This is an optimization exercise on Yosys and OpenROAD, whose aim is small area, a short achievable clock period and few clock cycles, not a production implementation.
RTL that was checked went through simulation tests only; none was proved equivalent to the original.
Power and IR drop assume default switching activity.

== run 1 ==
Design adb_packet_receive_queue_top, start of the top module:
module adb_packet_receive_queue_top #(
	parameter int unsigned RING_SLOTS = RING_SLOTS_DEF,
	parameter int unsigned MAX_REPLY  = MAX_REPLY_DEF
) (
	input  logic          clk,
	input  logic          arst_n,
	input  logic          cfg_we,
	input  logic          cfg_wdata,
	input  logic                  item_valid,
	output logic                  item_ready,
	input  logic [MODE_W-1:0]     item_mode,
	input  logic [BYTE_W-1:0]     item_link_byte,
	input  logic                  item_end_of_packet,
	output logic                  result_valid,
	input  logic                  result_ready,
	output logic [OUTCOME_W-1:0]  result_outcome,
	output logic [BYTE_W-1:0]     result_status_flags,
	output logic [BYTE_W-1:0]     result_echoed_command,
	output logic [BYTE_W-1:0]     result_data_byte,
	output logic [DATA_IDX_W-1:0] result_data_index,
	output logic                  result_has_data,
	output logic                  result_last
);
	localparam int unsigned PTR_W  = $clog2(RING_SLOTS);
	localparam int unsigned SLOT_W = MAX_REPLY - 1;
	localparam int unsigned OFF_W  = $clog2(SLOT_W);
	logic              deliver_enable_q;
	logic              wr_en;
	logic [PTR_W-1:0]  q_slot;
	logic [RING_SLOTS-1:0] wr_slot_oh;
	logic [1:0]        wr_kind;
	logic [$clog2(SLOT_W-2)-1:0] q_pos;
	logic [RING_SLOTS-1:0] rd_slot_oh;
	logic [SLOT_W-3:0] rd_pos_oh, q_pos_oh;
	logic [BYTE_W-1:0] wr_byte, rd_status, rd_command, rd_data;
	always_ff @(posedge clk or negedge arst_n) begin
		if (!arst_n) begin
			deliver_enable_q <= 1'b0;
		end else if (cfg_we) begin
			deliver_enable_q <= cfg_wdata;
		end
	end
	adbq_seq #(
		.RING_SLOTS (RING_SLOTS),
		.MAX_REPLY  (MAX_REPLY)
	) u_seq (
		.clk            (clk),
		.arst_n         (arst_n),
		.deliver_enable (deliver_enable_q),
		.item_valid            (item_valid),
		.item_ready            (item_ready),
  ...
For scale: about 1800 flip-flops, ~53 I/O pins, ~47000 µm² of cells after synthesis.
Settings: LEC_CHECK=0, CAP_MARGIN=0, CORE_MARGIN=2, CORE_UTILIZATION=60, CTS_BUF_LIST=sky130_fd_sc_hd__clkbuf_8, CTS_CLUSTER_DIAMETER=40, CTS_CLUSTER_SIZE=18, SETUP_SLACK_MARGIN=4.2, SLEW_MARGIN=0; clock period 7.0 ns.
run.sh (not shown) runs the stock make flow with config.mk's settings and CLKGATE_MAP_FILE= SYNTH_SCRIPT=/design/flow/synth_recipe.tcl, a recipe that flattens the netlist after the stock synthesis.
Input-level comparison between run 2 and run 1:
# run 1
export LEC_CHECK = 0
export CAP_MARGIN = 0
export CORE_MARGIN = 2
export CORE_UTILIZATION = 60
export CTS_BUF_LIST = sky130_fd_sc_hd__clkbuf_8
export CTS_CLUSTER_DIAMETER = 40
export CTS_CLUSTER_SIZE = 18
export SETUP_SLACK_MARGIN = 4.2
export SLEW_MARGIN = 0
create_clock -name core_clock -period 7.0 [get_ports {clk}]
# run 2
export LEC_CHECK = 0
export CAP_MARGIN = 0
export CORE_MARGIN = 2
export CORE_UTILIZATION = 65
export CTS_BUF_LIST = sky130_fd_sc_hd__clkbuf_8
export CTS_CLUSTER_DIAMETER = 45
export CTS_CLUSTER_SIZE = 20
export SETUP_SLACK_MARGIN = 4.2
export SLEW_MARGIN = 0
create_clock -name core_clock -period 7.0 [get_ports {clk}]
--- outcome ---
Run 2: done, clean on timing, DRC and antenna
The run showing the greater clock power share is run 1.
More vias were needed by run 1 than by run 2.
Diff run 1 -> run 2: simple logic cell fraction of the synthesized area level, least setup slack across all paths after layout moved up, clock-buffer cell count moved down, clock insertion delay at the later pin of the skew report level, cell area after layout moved down.
Against run 1, run 2 comes in 7 lower on count of plain and timing-repair buffers in the layout.
[compare] base=run 1 new=run 2: non-clock buffering overhead in the final layout now sits at about the same level; combinational share of power now sits at about the same level.
Relative to run 2, the following input files were edited for run 3:
# run 2
export LEC_CHECK = 0
export CAP_MARGIN = 0
export CORE_MARGIN = 2
export CORE_UTILIZATION = 65
export CTS_BUF_LIST = sky130_fd_sc_hd__clkbuf_8
export CTS_CLUSTER_DIAMETER = 45
export CTS_CLUSTER_SIZE = 20
export SETUP_SLACK_MARGIN = 4.2
export SLEW_MARGIN = 0
create_clock -name core_clock -period 7.0 [get_ports {clk}]
# run 3
export LEC_CHECK = 0
export CAP_MARGIN = 0
export CORE_MARGIN = 2
export CORE_UTILIZATION = 65
export CTS_BUF_LIST = sky130_fd_sc_hd__clkbuf_8
export CTS_CLUSTER_DIAMETER = 45
export CTS_CLUSTER_SIZE = 20
export SETUP_SLACK_MARGIN = 4.1
export SLEW_MARGIN = 0
create_clock -name core_clock -period 7.0 [get_ports {clk}]
--- outcome ---
Run 3 did not stop at any stage, and its layout met the timing, design-rule and antenna checks. Summary of run 3 over run 2: count of clock-buffer cells in the layout saw an increase, post-place instance area held, design area held. Count of final setup violators: run 2 vs run 3 identical. Run 3 vs. run 2: number of instances in the synthesized netlist did not really move; final worst slack went down; final period utilization went up. Summary — fraction of layout instances using a drive strength above 1, run 3 relative to run 2: lower, by 0.48 points.
For run 4, these inputs were changed with respect to run 3:
# run 3
export LEC_CHECK = 0
export CAP_MARGIN = 0
export CORE_MARGIN = 2
export CORE_UTILIZATION = 65
export CTS_BUF_LIST = sky130_fd_sc_hd__clkbuf_8
export CTS_CLUSTER_DIAMETER = 45
export CTS_CLUSTER_SIZE = 20
export SETUP_SLACK_MARGIN = 4.1
export SLEW_MARGIN = 0
create_clock -name core_clock -period 7.0 [get_ports {clk}]
# run 4
export LEC_CHECK = 0
export CAP_MARGIN = 0
export CORE_MARGIN = 2
export CORE_UTILIZATION = 65
export CTS_BUF_LIST = sky130_fd_sc_hd__clkbuf_8
export CTS_CLUSTER_DIAMETER = 45
export CTS_CLUSTER_SIZE = 20
export SETUP_SLACK_MARGIN = 4.3
export SLEW_MARGIN = 0
create_clock -name core_clock -period 7.0 [get_ports {clk}]
Findings:
Going from run 3 to run 4, clock tree buffer count of the final layout shrank slightly. [compare] base=run 3 new=run 4: sequential share of layout area now smaller; combinational group share of total power now larger; via count now larger. Taking run 3 as the reference, in run 4 wire length rose by 0.59%; first-pass GRT wire length +500 µm; design area up about 0.7%.
No run of this note included a check of the RTL's function; only the layout flow was run.


== purple ==
Another version of the RTL of adb_packet_receive_queue_top (not shown whole).
For scale: ~1,800 flip-flops.
## adb_packet_receive_queue_top
module adb_packet_receive_queue_top #(
	parameter int unsigned RING_SLOTS = RING_SLOTS_DEF,
	parameter int unsigned MAX_REPLY  = MAX_REPLY_DEF
) (
	input  logic          clk,
	input  logic          arst_n,
	input  logic          cfg_we,
	input  logic          cfg_wdata,
	input  logic                  item_valid,
	output logic                  item_ready,
	input  logic [MODE_W-1:0]     item_mode,
	input  logic [BYTE_W-1:0]     item_link_byte,
	input  logic                  item_end_of_packet,
	output logic                  result_valid,
	input  logic                  result_ready,
	output logic [OUTCOME_W-1:0]  result_outcome,
	output logic [BYTE_W-1:0]     result_status_flags,
	output logic [BYTE_W-1:0]     result_echoed_command,
	output logic [BYTE_W-1:0]     result_data_byte,
	output logic [DATA_IDX_W-1:0] result_data_index,
	output logic                  result_has_data,
	output logic                  result_last
);
	localparam int unsigned PTR_W  = $clog2(RING_SLOTS);
	localparam int unsigned SLOT_W = MAX_REPLY - 1;
	localparam int unsigned OFF_W  = $clog2(SLOT_W);
	logic              deliver_enable_q;
	logic              wr_en;
	logic [PTR_W-1:0]  wr_slot, q_slot;
	logic [1:0]        wr_kind;
	logic [$clog2(SLOT_W-2)-1:0] q_pos;
	logic [RING_SLOTS-1:0] rd_slot_oh;
	logic [SLOT_W-3:0] rd_pos_oh, q_pos_oh;
	logic [BYTE_W-1:0] wr_byte, rd_status, rd_command, rd_data;
	always_ff @(posedge clk or negedge arst_n) begin
		if (!arst_n) begin
			deliver_enable_q <= 1'b0;
		end else if (cfg_we) begin
			deliver_enable_q <= cfg_wdata;
		end
	end
	adbq_seq #(
		.RING_SLOTS (RING_SLOTS),
		.MAX_REPLY  (MAX_REPLY)
	) u_seq (
		.clk            (clk),
		.arst_n         (arst_n),
		.deliver_enable (deliver_enable_q),
		.item_valid            (item_valid),
		.item_ready            (item_ready),
		.item_mode             (item_mode),
		.item_link_byte        (item_link_byte),
		.item_end_of_packet    (item_end_of_packet),
		.result_valid          (result_valid),
		.result_ready          (result_ready),
		.result_outcome        (result_outcome),
  ...
Settings: LEC_CHECK=0, CAP_MARGIN=20, CORE_MARGIN=2, CORE_UTILIZATION=65, CTS_BUF_LIST=sky130_fd_sc_hd__clkbuf_8, CTS_CLUSTER_DIAMETER=45, CTS_CLUSTER_SIZE=20, SETUP_SLACK_MARGIN=4.4, SLEW_MARGIN=20; clock period 7.0 ns.
purple: PASS, flow complete, no timing, DRC or antenna violations
Input changes introduced in orange (baseline for comparison: purple):
# purple
export LEC_CHECK = 0
export CAP_MARGIN = 20
export CORE_MARGIN = 2
export CORE_UTILIZATION = 65
export CTS_BUF_LIST = sky130_fd_sc_hd__clkbuf_8
export CTS_CLUSTER_DIAMETER = 45
export CTS_CLUSTER_SIZE = 20
export SETUP_SLACK_MARGIN = 4.4
export SLEW_MARGIN = 20
create_clock -name core_clock -period 7.0 [get_ports {clk}]
# orange
export LEC_CHECK = 0
export CAP_MARGIN = 20
export CORE_MARGIN = 2
export CORE_UTILIZATION = 65
export SETUP_SLACK_MARGIN = 4.4
export SLEW_MARGIN = 20
create_clock -name core_clock -period 7.0 [get_ports {clk}]
==> results.txt <==
- Sort orange and purple by timing-limited maximum frequency, descending, and orange comes first.
- orange vs. purple: total design power now sits higher; sequential fraction of total cell area -2.2 points.
- When orange is set beside purple, its number of antenna violations at the first check in global routing turns out to be 1 larger.
- NOTE first-iteration DRC count purple->orange increased by a few percent
- Setup slack of the critical path after layout was higher in the run labelled orange.
- Clock-pin slew reported for the worst setup and hold paths after clock tree synthesis: orange lower than purple
- Looking only at power consumed by combinational cells, and setting everything else aside, the higher value of orange and purple goes to purple.
Function was not checked in any run of this note: the RTL went through the layout flow alone.


Another version of the RTL of adb_packet_receive_queue_top (not shown whole).
For scale: roughly 3200 cells after synthesis, ~1800 flip-flops.
==> flow/design.v (excerpt) <==
module adb_packet_receive_queue_top #(
	parameter int unsigned RING_SLOTS = RING_SLOTS_DEF,
	parameter int unsigned MAX_REPLY  = MAX_REPLY_DEF
) (
	input  logic          clk,
	input  logic          arst_n,
	input  logic          cfg_we,
	input  logic          cfg_wdata,
	input  logic                  item_valid,
	output logic                  item_ready,
	input  logic [MODE_W-1:0]     item_mode,
	input  logic [BYTE_W-1:0]     item_link_byte,
	input  logic                  item_end_of_packet,
	output logic                  result_valid,
	input  logic                  result_ready,
	output logic [OUTCOME_W-1:0]  result_outcome,
	output logic [BYTE_W-1:0]     result_status_flags,
	output logic [BYTE_W-1:0]     result_echoed_command,
	output logic [BYTE_W-1:0]     result_data_byte,
	output logic [DATA_IDX_W-1:0] result_data_index,
	output logic                  result_has_data,
	output logic                  result_last
);
Settings: LEC_CHECK=0, CAP_MARGIN=20, CORE_MARGIN=2, CORE_UTILIZATION=65, CTS_BUF_LIST=sky130_fd_sc_hd__clkbuf_8, CTS_CLUSTER_DIAMETER=45, CTS_CLUSTER_SIZE=20, SETUP_SLACK_MARGIN=4.5, SLEW_MARGIN=20; clock period 7.0 ns.
The starting point completed without violations.
Testbench counts at the start, summed over its fixed seeds: cycles 23,510.
Change:
--- a/flow/config.mk
+++ b/flow/config.mk
@@ -13,3 +13,3 @@
 export CTS_CLUSTER_SIZE = 20
-export SETUP_SLACK_MARGIN = 4.5
+export SETUP_SLACK_MARGIN = 4.35
 export SLEW_MARGIN = 20
Register-to-register slack is better by 0.05 ns.
Area after synthesis does not change.
Wire length is lower slightly.
Clock power is lower slightly.
Hold slack stays flat.
Change:
--- a/flow/config.mk
+++ b/flow/config.mk
@@ -13,3 +13,3 @@
 export CTS_CLUSTER_SIZE = 20
-export SETUP_SLACK_MARGIN = 4.35
+export SETUP_SLACK_MARGIN = 4.15
 export SLEW_MARGIN = 20
=>
- design area went down by 1.2%
- power fell by 0.88%
- register-to-register slack loses 0.15 ns
- non-clock buffer count came out lower by 28
- first-iteration DRC count fell by 10%
- synthesized cell count is unchanged
- via count went down by 0.58%


Setup of v6:
adb_packet_receive_queue_top, a different RTL version from the one above (not shown whole).
Size in the first run: ~3,200 cells after synthesis, roughly 53 I/O pins, ~0.048 mm² of cells after synthesis.
==> flow/design.v (excerpt) <==
module adb_packet_receive_queue_top #(
	parameter int unsigned RING_SLOTS = RING_SLOTS_DEF,
	parameter int unsigned MAX_REPLY  = MAX_REPLY_DEF
) (
	input  logic          clk,
	input  logic          arst_n,
	input  logic          cfg_we,
	input  logic          cfg_wdata,
	input  logic                  item_valid,
	output logic                  item_ready,
	input  logic [MODE_W-1:0]     item_mode,
	input  logic [BYTE_W-1:0]     item_link_byte,
	input  logic                  item_end_of_packet,
	output logic                  result_valid,
	input  logic                  result_ready,
	output logic [OUTCOME_W-1:0]  result_outcome,
	output logic [BYTE_W-1:0]     result_status_flags,
	output logic [BYTE_W-1:0]     result_echoed_command,
	output logic [BYTE_W-1:0]     result_data_byte,
	output logic [DATA_IDX_W-1:0] result_data_index,
	output logic                  result_has_data,
	output logic                  result_last
);
export LEC_CHECK = 0
export CAP_MARGIN = 0
export CORE_MARGIN = 2
export CORE_UTILIZATION = 65
export CTS_BUF_LIST = sky130_fd_sc_hd__clkbuf_8
export CTS_CLUSTER_DIAMETER = 45
export CTS_CLUSTER_SIZE = 20
export SETUP_SLACK_MARGIN = 4.5
export SLEW_MARGIN = 0
create_clock -name core_clock -period 7.0 [get_ports {clk}]
Testbench counts of v6, summed over its fixed seeds: cycles 23,510.
Relative to v6, the following input files were edited for v7:
diff --git a/flow/config.mk b/flow/config.mk
--- a/flow/config.mk
+++ b/flow/config.mk
@@ -13,3 +13,3 @@
 export CTS_CLUSTER_SIZE = 20
-export SETUP_SLACK_MARGIN = 4.5
+export SETUP_SLACK_MARGIN = 4.4
 export SLEW_MARGIN = 0
## What came out
Relative to v6, the internal cell power measured on v7 has decreased slightly. Number of vias per cell after detailed routing across v7 and v6: no real change. v7 ended with every stage complete and zero timing, DRC or antenna violations. Compared with v6, v7 instantiates a smaller number of cells. The core of v7 is less densely filled than that of v6. Fraction of area in multi-input gates ends up higher on v6. Comparing v7 and v6, the lower leakage power summed over all cells was measured on v7. v7 reports a higher register fraction of the total cell area than v6 does.


adb_packet_receive_queue_top, a different RTL version from the one above (not shown whole).
Size in the first run: roughly 3100 cells after synthesis, about 1800 flip-flops, roughly 53 I/O pins, about 0.048 mm² of cells after synthesis.
make LEC_CHECK=0 CAP_MARGIN=20 CORE_MARGIN=2 CORE_UTILIZATION=65 CTS_BUF_LIST=sky130_fd_sc_hd__clkbuf_8 CTS_CLUSTER_DIAMETER=45 CTS_CLUSTER_SIZE=20 SETUP_SLACK_MARGIN=4.25 SLEW_MARGIN=20 finish   # period 7.0 ns
Testbench counts at the start, summed over its fixed seeds: cycles 23,510.
Rerun with:
Settings changed: CAP_MARGIN 20 to 0, SETUP_SLACK_MARGIN 4.25 to 4.2, SLEW_MARGIN 20 to 0.
Effect:
- The changed run ran to the end with no violations
- clock-buffer cell count goes down by 2
- utilization goes down by 0.63 points
- die area stays the same
- flip-flop and latch count stays the same
- critical path depth does not change
- register-to-register slack got worse by 0.06 ns
- cell count goes down by 0.42%
- setup slack improved by 0.051 ns
- global-route usage goes down by 0.66 points
- sequential share of layout area goes up by 0.63 points
Rerun with:
Settings changed: CAP_MARGIN 0 to 20, SETUP_SLACK_MARGIN 4.2 to 4.15, SLEW_MARGIN 0 to 20.
After rerunning:
- routed wire length grows by 2.5%
- synthesized cell count does not change
- clock power is higher by 5.3%
- total power rises by 1.6%
- die area does not change
- worst hold slack is about the same
- register-to-register slack is better by 0.02 ns
- worst setup slack got worse by 0.078 ns
- non-clock buffer count is lower by 1
- global-route usage goes up by 0.57 points


## wip/amber
Another version of the RTL of adb_packet_receive_queue_top (not shown whole).
For scale: about 3000 cells after synthesis, ~1800 flip-flops, ~53 I/O pins, ~47000 um2 of cells after synthesis.
export LEC_CHECK = 0
export CAP_MARGIN = 20
export CORE_MARGIN = 2
export CORE_UTILIZATION = 65
export CTS_BUF_LIST = sky130_fd_sc_hd__clkbuf_8
export CTS_CLUSTER_DIAMETER = 45
export CTS_CLUSTER_SIZE = 20
export SETUP_SLACK_MARGIN = 4.2
export SLEW_MARGIN = 20
create_clock -name core_clock -period 7.0 [get_ports {clk}]
Testbench counts of wip/amber, summed over its fixed seeds: cycles 23,510.
diff inputs: wip/amber => wip/raven
Settings: CAP_MARGIN: 20 -> 0; SLEW_MARGIN: 20 -> 0.
[summary]
- wip/raven reached the end of the flow, and the finished layout is clean on the timing, design-rule and antenna checks.
- Between wip/raven and wip/amber, the difference in sequential share of layout area is negligible.
- Diff wip/amber -> wip/raven: worst hold slack comparable, utilization of the core after routing comparable.
- Compared with wip/amber, in wip/raven layout-stage area growth over the synthesis result ~0 delta, internal power did not really move, overall routed net length stayed essentially flat.
- Average via count per standard cell across wip/raven and wip/amber: no real change.
- Any difference in setup slack between wip/raven and wip/amber is small enough to ignore.
- First-iteration DRC count: wip/amber vs wip/raven, no meaningful difference
- On cell area, wip/amber tracks wip/raven almost exactly.
- As far as cell area after synthesis goes, wip/amber and wip/raven are indistinguishable; the numbers are identical.
> inputs changed (wip/raven -> wip/pepper)
Settings: setting GPL_ROUTABILITY_DRIVEN to 0 for the first time.
### Flow results
wip/pepper finished end to end and its layout was clean on timing, DRC and antenna. Diff wip/raven..wip/pepper | fraction of area in clock buffers and inverters | unchanged. Diff wip/raven -> wip/pepper: detail-routed via count per cell held steady; switching power share of the total essentially unchanged.
The inputs of wip/zinc differ from those of wip/pepper as listed below.
Settings: PLACE_DENSITY: unset -> 0.78; CORE_UTILIZATION: 65 -> 70; GPL_ROUTABILITY_DRIVEN: 0 -> unset.
==> comparison <==
- Of the two values seen for startpoint of the worst setup timing path, u_seq.res_data_q[3] was produced by wip/zinc and u_seq.res_data_q[1] by wip/pepper.
- Diff wip/pepper -> wip/zinc | clock-cell share of area | decrease of 0.31 points
- Worst setup slack in wip/zinc is 0.058 ns lower than in wip/pepper
- Diff wip/pepper..wip/zinc | number of gates on the worst path with buffers counted | unchanged
- Looking at total half-perimeter wirelength after legalization and detailed placement across both flows, wip/zinc is the weaker of the two, with wip/pepper ahead.
- Clock latency at the later pin of the worst-skew pair is lower on wip/pepper
- Routed wire length delta for wip/zinc relative to wip/pepper: 1.9 mm higher

==> afterwards: timing with drivers on the ports <==
Ports are ideal in the flow. The routed layouts listed here were re-timed in OpenROAD.
Step 1: set_driving_cell puts a clkbuf_16 on clk and a buf_2 on each other input, an assumption about the parent block.
Step 2 adds t to the input delays and takes it off the output delays; t is the mean of the earliest and latest rising clock arrival at the registers after step 1. Input paths then give back, and output paths get back, about the clock's delay inside the block.
Slacks: no drivers / after step 1 / after step 2; pairs: no drivers / after step 1.
run	t (ns)	setup slack, ns	worst slew at a driven data input, ns	cell pins on the clock port's net
run 1	0.847	4.078 / 4.016 / 3.428	0.03	1
run 2	0.856	4.124 / 4.059 / 3.422	0.04	1
run 3	0.859	4.100 / 4.035 / 3.405	0.03	1
run 4	0.867	4.046 / 3.981 / 3.552	0.04	1
purple	0.881	4.106 / 4.044 / 3.581	0.04	1
orange	0.793	4.184 / 4.142 / 3.680	0.05	1
the first run of note 3	0.870	4.235 / 4.169 / 3.902	0.05	1
the second run of note 3	0.863	4.259 / 4.197 / 3.457	0.04	1
the third run of note 3	0.844	4.148 / 4.135 / 3.345	0.04	1
v6	0.871	4.215 / 4.145 / 3.667	0.05	1
v7	0.854	4.217 / 4.159 / 3.656	0.05	1
the first run of note 5	0.871	4.108 / 4.048 / 3.509	0.04	1
the second run of note 5	0.835	4.159 / 4.095 / 3.484	0.05	1
the third run of note 5	0.866	4.081 / 4.019 / 3.361	0.04	1
wip/amber	0.842	4.130 / 4.070 / 3.451	0.03	1
wip/raven	0.842	4.130 / 4.070 / 3.451	0.03	1
wip/pepper	0.842	4.130 / 4.070 / 3.451	0.03	1
wip/zinc	0.881	4.072 / 4.005 / 3.399	0.04	1
After both steps every run listed still meets setup and hold. The setup slack of the third run of note 3, which loses most, moves by -0.013 ns with the drivers and by -0.803 ns with both steps.
